What follows belongs to an exercise in optimizing a design on an open flow for small area, a short achievable clock period and few clock cycles per item; a production flow would make more cautious choices. RTL that was checked went through simulation tests only; none was proved equivalent to the original. Power figures rest on the tool's default switching activity, not on a simulated workload.

==> run a <==
Design received_range_tracker, start of the top module:
module received_range_tracker #(
   parameter int ENTRIES     = 16,
   parameter int OFFSET_BITS = 48
) (
   input  logic                                clock,
   input  logic                                reset,
   input  logic                                req_tvalid,
   output logic                                req_tready,
   input  logic [rrt_pkg::REQ_DATA_BITS-1:0]   req_tdata,   
   input  logic                                req_tuser,   
   output logic                                rsp_tvalid,
   input  logic                                rsp_tready,
   output logic [rrt_pkg::RSP_DATA_BITS-1:0]   rsp_tdata,   
   output logic [rrt_pkg::STATUS_BITS-1:0]     rsp_tuser    
);
export LEC_CHECK = 0
export ABC_CLOCK_PERIOD_IN_PS = 2000
export CAP_MARGIN = 20
export CORE_MARGIN = 2
export CORE_UTILIZATION = 65
export PLACE_DENSITY = 0.75
export SETUP_SLACK_MARGIN = 3.0
export SLEW_MARGIN = 20
create_clock -name core_clock -period 6.0 [get_ports {clock}]
run.sh (not shown) runs the stock make flow with config.mk's settings and CLKGATE_MAP_FILE= SYNTH_SCRIPT=/design/flow/synth_recipe.tcl, a recipe that flattens the netlist after the stock synthesis.
==> run b (differences from run a) <==
--- a/flow/design.v
+++ b/flow/design.v
@@ -111,49 +111,55 @@
    logic          b_valid;           
    logic          b_mode;
    logic [OW-1:0] b_pos;
    logic [OW-1:0] b_end;             
    logic          d_valid;           
    logic          d_mode;
    logic [OW-1:0] d_pos, d_end;
    logic [2:0]    d_fwd;             
-   logic          d_fwd2, d_fwd3;    
    logic [N-1:0]  d_c1, d_c2, d_c4;
    logic          e_valid;           
    logic          e_qry, e_usepos;
-   logic [N-1:0]  e_sel;
+   logic [N-1:0]  e_mask;
    logic [N-1:0]  e_mrg, e_ins;      
    logic [N-1:0]  e_fo;              
    logic [N-1:0]  f_mrg, f_ins;      
-   logic [N-1:0]  g_mrg, g_ins;      
+   logic          e_same, e_same_ins;  
    logic          f_lt;              
    logic [OW-1:0] f_pos;
    logic [OW-1:0] e_pos;
    logic [SB-1:0] e_status;
    logic [NB-1:0] e_count;
    logic          rsp_valid_ff;
    logic [FB-1:0] rsp_covered_ff;
    logic [SB-1:0] rsp_status_ff;
    logic [NB-1:0] rsp_count_ff;
    logic [N-1:0]  c_pos_le_end, c_end_ge_start, c_end_ge_end;
+   logic [N-1:0]  c_start_fold;
    logic [OW:0]   end_sum;
    logic          fw_lt_e1, fw_lt_p1, fw_lt_b1, fw_lt_p2, fw_lt_p3;
    rrt_less #(.W(OW)) u_fw_e1 (.a(b_end), .b(d_end), .lt(fw_lt_e1));
    rrt_less #(.W(OW)) u_fw_p1 (.a(b_end), .b(d_pos), .lt(fw_lt_p1));
    rrt_less #(.W(OW)) u_fw_b1 (.a(d_end), .b(b_pos), .lt(fw_lt_b1));
    rrt_less #(.W(OW)) u_fw_p2 (.a(b_end), .b(e_pos), .lt(fw_lt_p2));
    rrt_less #(.W(OW)) u_fw_p3 (.a(b_end), .b(f_pos), .lt(fw_lt_p3));
    assign stall      = rsp_valid_ff & ~rsp_tready;
    assign req_tready = ~stall;
    assign rsp_tvalid = rsp_valid_ff;
    assign rsp_tdata  = {{(rrt_pkg::RSP_DATA_BITS - FB - NB){1'b0}}, rsp_count_ff,
                         rsp_covered_ff};
    assign rsp_tuser  = rsp_status_ff;
    assign end_sum = {1'b0, req_tdata[FB-1:0]} + {1'b0, req_tdata[2*FB-1:FB]};
+   always_comb begin
+      for (int i = 0; i < N; i++) begin
+         c_start_fold[i] = f_ins[i] ? ~fw_lt_p3 : (c_end_ge_start[i] | (f_mrg[i] & ~fw_lt_p3));
+         c_start_fold[i] = e_ins[i] ? ~fw_lt_p2 : (c_start_fold[i] | (e_mrg[i] & ~fw_lt_p2));
+      end
+   end
    always_ff @(posedge clock) begin
       if (reset) begin
          b_valid <= 1'b0;
          d_valid <= 1'b0;
       end else if (!stall) begin
          b_valid <= req_tvalid;
          d_valid <= b_valid;
       end
@@ -161,20 +167,18 @@
          b_mode <= req_tuser;
          b_pos  <= req_tdata[FB-1:0];
          if (req_tuser == rrt_pkg::MODE_QUERY) b_end <= req_tdata[FB-1:0];
          else b_end <= end_sum[OW] ? {OW{1'b1}} : end_sum[OW-1:0];
          d_mode <= b_mode;
          d_pos  <= b_pos;
          d_end  <= b_end;
          d_fwd  <= {~fw_lt_e1, ~fw_lt_p1, ~fw_lt_b1};
-         d_fwd2 <= ~fw_lt_p2;
-         d_fwd3 <= ~fw_lt_p3;
          d_c1   <= c_pos_le_end;
-         d_c2   <= c_end_ge_start;
+         d_c2   <= c_start_fold;
          d_c4   <= c_end_ge_end;
       end
    end
    logic [N-1:0]  vld;               
    logic [NB-1:0] count_ff;
    logic [N-1:0]  gap_ff, peak_ff;
    logic [N-1:0]  bst [N];           
    logic [OW-1:0] ent_start [N];
@@ -209,29 +213,27 @@
          end
       end
    endgenerate
    logic [N-1:0]  c1, c2, c4;        
    logic          rec, qry, do_wr;
    logic [N-1:0]  ov, ov_before, first_ov, ahead, ahead_upto, new_slot;
    logic [N-1:0]  after, gap_pre, peak_pre;
    logic          any_ov, full, ins;
-   logic [N-1:0]  stop_c, stop_upto, mask, peak_m, sel;
+   logic [N-1:0]  stop_c, stop_upto, mask;
    logic          any_mask;
    logic [SB-1:0] status;
    assign rec   = d_valid & (d_mode == rrt_pkg::MODE_RECORD);
    assign qry   = d_valid & (d_mode == rrt_pkg::MODE_QUERY);
    assign do_wr = rec & ~stall;
    assign full  = vld[N-1];
    always_comb begin
       for (int i = 0; i < N; i++) begin
          c1[i] = e_ins[i] ? d_fwd[0] : (d_c1[i] | (e_mrg[i] & d_fwd[0]));
-         c2[i] = g_ins[i] ? d_fwd3 : (d_c2[i] | (g_mrg[i] & d_fwd3));
-         c2[i] = f_ins[i] ? d_fwd2 : (c2[i] | (f_mrg[i] & d_fwd2));
-         c2[i] = e_ins[i] ? d_fwd[1] : (c2[i] | (e_mrg[i] & d_fwd[1]));
+         c2[i] = e_ins[i] ? d_fwd[1] : (d_c2[i] | (e_mrg[i] & d_fwd[1]));
          c4[i] = e_ins[i] ? d_fwd[2] : (d_c4[i] & ~(e_mrg[i] & ~d_fwd[2]));
       end
       for (int i = 0; i < N; i++) begin
          ov[i]     = vld[i] & c1[i] & c2[i];
          ahead[i]  = vld[i] & ~c2[i];
          stop_c[i] = vld[i] & ~c2[i] & gap_ff[i];    
          new_slot[i] = ~vld[i] & ((i == 0) ? 1'b1 : vld[(i == 0) ? 0 : i-1]);
       end
@@ -255,23 +257,16 @@
       first_ov = ov & ~ov_before;
       ins      = ~any_ov & ~full;
       after    = any_ov ? (vld & ov_before) : (vld & ahead_upto);
       for (int i = 0; i < N; i++) begin
          wr_end_en[i] = do_wr & ((first_ov[i] & c4[i]) | (ins & new_slot[i]));
       end
       mask     = vld & ~stop_upto;
       any_mask = |mask;
-      peak_m   = mask & peak_ff;
-      for (int i = 0; i < N; i++) begin
-         sel[i] = peak_m[i];
-         for (int b = 0; b < N; b++) begin
-            if (b != i) sel[i] = sel[i] & ~(peak_m[b] & bef[i][b]);
-         end
-      end
       if (qry)         status = rrt_pkg::ST_QUERY;
       else if (any_ov) status = rrt_pkg::ST_MERGED;
       else if (full)   status = rrt_pkg::ST_FULL;
       else             status = rrt_pkg::ST_INSERTED;
    end
    always_ff @(posedge clock) begin
       if (reset) begin
          vld      <= '0;
@@ -306,54 +301,60 @@
    logic [OW-1:0] covered;
    always_ff @(posedge clock) begin
       if (reset) begin
          e_valid <= 1'b0;
          e_mrg   <= '0;
          e_ins   <= '0;
          f_mrg   <= '0;
          f_ins   <= '0;
-         g_mrg   <= '0;
-         g_ins   <= '0;
       end else if (!stall) begin
          e_valid <= d_valid;
          e_mrg   <= (rec && any_ov) ? first_ov : '0;
          e_ins   <= (rec && ins) ? new_slot : '0;
          f_mrg   <= e_mrg;
          f_ins   <= e_ins;
-         g_mrg   <= f_mrg;
-         g_ins   <= f_ins;
       end
       if (!stall) begin
          e_fo     <= first_ov;
+         e_same     <= |(first_ov & (e_ins | e_mrg));
+         e_same_ins <= |(first_ov & e_ins);
          f_lt     <= start_lt;
          f_pos    <= e_pos;
          e_qry    <= qry;
          e_usepos <= ~any_mask;
-         e_sel    <= sel;
+         e_mask   <= mask;
          e_pos    <= d_pos;
          e_status <= status;
          e_count  <= (rec && ins) ? count_ff + NB'(1) : count_ff;
       end
    end
    always_comb begin
       mrg_start = '0;
       for (int i = 0; i < N; i++) begin
          mrg_start = mrg_start | (ent_start[i] & {OW{e_fo[i]}});
       end
-      if (|(e_fo & (f_ins | (f_mrg & {N{f_lt}})))) mrg_start = f_pos;
+      if (e_same && (e_same_ins || f_lt)) mrg_start = f_pos;
       for (int i = 0; i < N; i++) begin
          wr_start_en[i] = ~stall & (f_ins[i] | (f_mrg[i] & f_lt));
       end
    end
    rrt_less #(.W(OW)) u_start_lt (.a(e_pos), .b(mrg_start), .lt(start_lt));
+   logic [N-1:0] peak_m, sel;
    always_comb begin
+      peak_m = e_mask & peak_ff;
+      for (int i = 0; i < N; i++) begin
+         sel[i] = peak_m[i];
+         for (int b = 0; b < N; b++) begin
+            if (b != i) sel[i] = sel[i] & ~(peak_m[b] & bef[i][b]);
+         end
+      end
       covered = e_usepos ? e_pos : '0;
       for (int i = 0; i < N; i++) begin
-         covered = covered | (ent_end[i] & {OW{e_sel[i]}});
+         covered = covered | (ent_end[i] & {OW{sel[i]}});
       end
    end
    always_ff @(posedge clock) begin
       if (reset) begin
          rsp_valid_ff <= 1'b0;
       end else if (!stall) begin
          rsp_valid_ff <= e_valid;
       end
- CORE_UTILIZATION: 65 -> 35
- PLACE_DENSITY: 0.75 -> 0.45
- SETUP_SLACK_MARGIN: 3.0 -> 2.5
==> run c (differences from run a) <==
--- a/flow/design.v
+++ b/flow/design.v
@@ -111,49 +111,55 @@
    logic          b_valid;           
    logic          b_mode;
    logic [OW-1:0] b_pos;
    logic [OW-1:0] b_end;             
    logic          d_valid;           
    logic          d_mode;
    logic [OW-1:0] d_pos, d_end;
    logic [2:0]    d_fwd;             
-   logic          d_fwd2, d_fwd3;    
    logic [N-1:0]  d_c1, d_c2, d_c4;
    logic          e_valid;           
    logic          e_qry, e_usepos;
-   logic [N-1:0]  e_sel;
+   logic [N-1:0]  e_mask;
    logic [N-1:0]  e_mrg, e_ins;      
    logic [N-1:0]  e_fo;              
    logic [N-1:0]  f_mrg, f_ins;      
-   logic [N-1:0]  g_mrg, g_ins;      
+   logic          e_same, e_same_ins;  
    logic          f_lt;              
    logic [OW-1:0] f_pos;
    logic [OW-1:0] e_pos;
    logic [SB-1:0] e_status;
    logic [NB-1:0] e_count;
    logic          rsp_valid_ff;
    logic [FB-1:0] rsp_covered_ff;
    logic [SB-1:0] rsp_status_ff;
    logic [NB-1:0] rsp_count_ff;
    logic [N-1:0]  c_pos_le_end, c_end_ge_start, c_end_ge_end;
+   logic [N-1:0]  c_start_fold;
    logic [OW:0]   end_sum;
    logic          fw_lt_e1, fw_lt_p1, fw_lt_b1, fw_lt_p2, fw_lt_p3;
    rrt_less #(.W(OW)) u_fw_e1 (.a(b_end), .b(d_end), .lt(fw_lt_e1));
    rrt_less #(.W(OW)) u_fw_p1 (.a(b_end), .b(d_pos), .lt(fw_lt_p1));
    rrt_less #(.W(OW)) u_fw_b1 (.a(d_end), .b(b_pos), .lt(fw_lt_b1));
    rrt_less #(.W(OW)) u_fw_p2 (.a(b_end), .b(e_pos), .lt(fw_lt_p2));
    rrt_less #(.W(OW)) u_fw_p3 (.a(b_end), .b(f_pos), .lt(fw_lt_p3));
    assign stall      = rsp_valid_ff & ~rsp_tready;
    assign req_tready = ~stall;
    assign rsp_tvalid = rsp_valid_ff;
    assign rsp_tdata  = {{(rrt_pkg::RSP_DATA_BITS - FB - NB){1'b0}}, rsp_count_ff,
                         rsp_covered_ff};
    assign rsp_tuser  = rsp_status_ff;
    assign end_sum = {1'b0, req_tdata[FB-1:0]} + {1'b0, req_tdata[2*FB-1:FB]};
+   always_comb begin
+      for (int i = 0; i < N; i++) begin
+         c_start_fold[i] = f_ins[i] ? ~fw_lt_p3 : (c_end_ge_start[i] | (f_mrg[i] & ~fw_lt_p3));
+         c_start_fold[i] = e_ins[i] ? ~fw_lt_p2 : (c_start_fold[i] | (e_mrg[i] & ~fw_lt_p2));
+      end
+   end
    always_ff @(posedge clock) begin
       if (reset) begin
          b_valid <= 1'b0;
          d_valid <= 1'b0;
       end else if (!stall) begin
          b_valid <= req_tvalid;
          d_valid <= b_valid;
       end
@@ -161,20 +167,18 @@
          b_mode <= req_tuser;
          b_pos  <= req_tdata[FB-1:0];
          if (req_tuser == rrt_pkg::MODE_QUERY) b_end <= req_tdata[FB-1:0];
          else b_end <= end_sum[OW] ? {OW{1'b1}} : end_sum[OW-1:0];
          d_mode <= b_mode;
          d_pos  <= b_pos;
          d_end  <= b_end;
          d_fwd  <= {~fw_lt_e1, ~fw_lt_p1, ~fw_lt_b1};
-         d_fwd2 <= ~fw_lt_p2;
-         d_fwd3 <= ~fw_lt_p3;
          d_c1   <= c_pos_le_end;
-         d_c2   <= c_end_ge_start;
+         d_c2   <= c_start_fold;
          d_c4   <= c_end_ge_end;
       end
    end
    logic [N-1:0]  vld;               
    logic [NB-1:0] count_ff;
    logic [N-1:0]  gap_ff, peak_ff;
    logic [N-1:0]  bst [N];           
    logic [OW-1:0] ent_start [N];
@@ -209,29 +213,27 @@
          end
       end
    endgenerate
    logic [N-1:0]  c1, c2, c4;        
    logic          rec, qry, do_wr;
    logic [N-1:0]  ov, ov_before, first_ov, ahead, ahead_upto, new_slot;
    logic [N-1:0]  after, gap_pre, peak_pre;
    logic          any_ov, full, ins;
-   logic [N-1:0]  stop_c, stop_upto, mask, peak_m, sel;
+   logic [N-1:0]  stop_c, stop_upto, mask;
    logic          any_mask;
    logic [SB-1:0] status;
    assign rec   = d_valid & (d_mode == rrt_pkg::MODE_RECORD);
    assign qry   = d_valid & (d_mode == rrt_pkg::MODE_QUERY);
    assign do_wr = rec & ~stall;
    assign full  = vld[N-1];
    always_comb begin
       for (int i = 0; i < N; i++) begin
          c1[i] = e_ins[i] ? d_fwd[0] : (d_c1[i] | (e_mrg[i] & d_fwd[0]));
-         c2[i] = g_ins[i] ? d_fwd3 : (d_c2[i] | (g_mrg[i] & d_fwd3));
-         c2[i] = f_ins[i] ? d_fwd2 : (c2[i] | (f_mrg[i] & d_fwd2));
-         c2[i] = e_ins[i] ? d_fwd[1] : (c2[i] | (e_mrg[i] & d_fwd[1]));
+         c2[i] = e_ins[i] ? d_fwd[1] : (d_c2[i] | (e_mrg[i] & d_fwd[1]));
          c4[i] = e_ins[i] ? d_fwd[2] : (d_c4[i] & ~(e_mrg[i] & ~d_fwd[2]));
       end
       for (int i = 0; i < N; i++) begin
          ov[i]     = vld[i] & c1[i] & c2[i];
          ahead[i]  = vld[i] & ~c2[i];
          stop_c[i] = vld[i] & ~c2[i] & gap_ff[i];    
          new_slot[i] = ~vld[i] & ((i == 0) ? 1'b1 : vld[(i == 0) ? 0 : i-1]);
       end
@@ -255,23 +257,16 @@
       first_ov = ov & ~ov_before;
       ins      = ~any_ov & ~full;
       after    = any_ov ? (vld & ov_before) : (vld & ahead_upto);
       for (int i = 0; i < N; i++) begin
          wr_end_en[i] = do_wr & ((first_ov[i] & c4[i]) | (ins & new_slot[i]));
       end
       mask     = vld & ~stop_upto;
       any_mask = |mask;
-      peak_m   = mask & peak_ff;
-      for (int i = 0; i < N; i++) begin
-         sel[i] = peak_m[i];
-         for (int b = 0; b < N; b++) begin
-            if (b != i) sel[i] = sel[i] & ~(peak_m[b] & bef[i][b]);
-         end
-      end
       if (qry)         status = rrt_pkg::ST_QUERY;
       else if (any_ov) status = rrt_pkg::ST_MERGED;
       else if (full)   status = rrt_pkg::ST_FULL;
       else             status = rrt_pkg::ST_INSERTED;
    end
    always_ff @(posedge clock) begin
       if (reset) begin
          vld      <= '0;
@@ -306,54 +301,60 @@
    logic [OW-1:0] covered;
    always_ff @(posedge clock) begin
       if (reset) begin
          e_valid <= 1'b0;
          e_mrg   <= '0;
          e_ins   <= '0;
          f_mrg   <= '0;
          f_ins   <= '0;
-         g_mrg   <= '0;
-         g_ins   <= '0;
       end else if (!stall) begin
          e_valid <= d_valid;
          e_mrg   <= (rec && any_ov) ? first_ov : '0;
          e_ins   <= (rec && ins) ? new_slot : '0;
          f_mrg   <= e_mrg;
          f_ins   <= e_ins;
-         g_mrg   <= f_mrg;
-         g_ins   <= f_ins;
       end
       if (!stall) begin
          e_fo     <= first_ov;
+         e_same     <= |(first_ov & (e_ins | e_mrg));
+         e_same_ins <= |(first_ov & e_ins);
          f_lt     <= start_lt;
          f_pos    <= e_pos;
          e_qry    <= qry;
          e_usepos <= ~any_mask;
-         e_sel    <= sel;
+         e_mask   <= mask;
          e_pos    <= d_pos;
          e_status <= status;
          e_count  <= (rec && ins) ? count_ff + NB'(1) : count_ff;
       end
    end
    always_comb begin
       mrg_start = '0;
       for (int i = 0; i < N; i++) begin
          mrg_start = mrg_start | (ent_start[i] & {OW{e_fo[i]}});
       end
-      if (|(e_fo & (f_ins | (f_mrg & {N{f_lt}})))) mrg_start = f_pos;
+      if (e_same && (e_same_ins || f_lt)) mrg_start = f_pos;
       for (int i = 0; i < N; i++) begin
          wr_start_en[i] = ~stall & (f_ins[i] | (f_mrg[i] & f_lt));
       end
    end
    rrt_less #(.W(OW)) u_start_lt (.a(e_pos), .b(mrg_start), .lt(start_lt));
+   logic [N-1:0] peak_m, sel;
    always_comb begin
+      peak_m = e_mask & peak_ff;
+      for (int i = 0; i < N; i++) begin
+         sel[i] = peak_m[i];
+         for (int b = 0; b < N; b++) begin
+            if (b != i) sel[i] = sel[i] & ~(peak_m[b] & bef[i][b]);
+         end
+      end
       covered = e_usepos ? e_pos : '0;
       for (int i = 0; i < N; i++) begin
-         covered = covered | (ent_end[i] & {OW{e_sel[i]}});
+         covered = covered | (ent_end[i] & {OW{sel[i]}});
       end
    end
    always_ff @(posedge clock) begin
       if (reset) begin
          rsp_valid_ff <= 1'b0;
       end else if (!stall) begin
          rsp_valid_ff <= e_valid;
       end
- CELL_PAD_IN_SITES_DETAIL_PLACEMENT: unset -> 1
- CELL_PAD_IN_SITES_GLOBAL_PLACEMENT: unset -> 1
- CORE_UTILIZATION: 65 -> 35
- PLACE_DENSITY: 0.75 -> 0.45
- SETUP_SLACK_MARGIN: 3.0 -> 2.5
==> notes.md <==
Count of clock-buffer cells in the layout: run b is lower than run c (4). Between run b and run c, the lower routed wire length is in run b (gap about 3%, measured against run c). Of run b and run c, run b has the higher hold slack (gap 0.0021 ns). Run c went through all stages and came out clean. Run b produced a clean layout. Run a ended with an error in global routing on GRT-0116. Against run c, the utilization of run b is higher by 0.15 points. In run c the via count is higher than in run b, by 0.95%. Against run b, the total power of run c is larger by about 0.7%.
Testbench counts of run b, summed over its fixed seeds: cycles 29,903, items 28,751.
Testbench counts of run c, summed over its fixed seeds: cycles 29,903, items 28,751.
For run a, only the layout was checked, not whether the RTL still works.

[what the ideal ports hide]
The flow's constraints put no driver on any port. The routed layouts listed below were extracted and timed again, unchanged, in two steps. Step 1 sets driving cells, clkbuf_16 on the clock port and buf_2 on the other inputs (assumed; they add their load-dependent delay and slew). Step 2 moves the port delays by t, midway between the first and last clock arrival at a register: inputs arrive t later, outputs are due t later. That takes back most of the time a late clock gives input paths. Slacks: ideal / step 1 / step 2; pairs: ideal / step 1.
| run | shift t [ns] | setup WS [ns] | worst data-port slew with drivers (ns) | cell pins on the clock port's net |
|---|---|---|---|---|
| run b | 1.085 | 2.206 / 2.206 / 1.393 | 0.04 | 1 |
| run c | 1.073 | 2.179 / 2.179 / 1.336 | 0.06 | 1 |
After both steps setup and hold are still met in every run listed. For run c, which loses most, drivers alone change the setup slack by 0.000 ns; drivers and shift together by -0.843 ns.
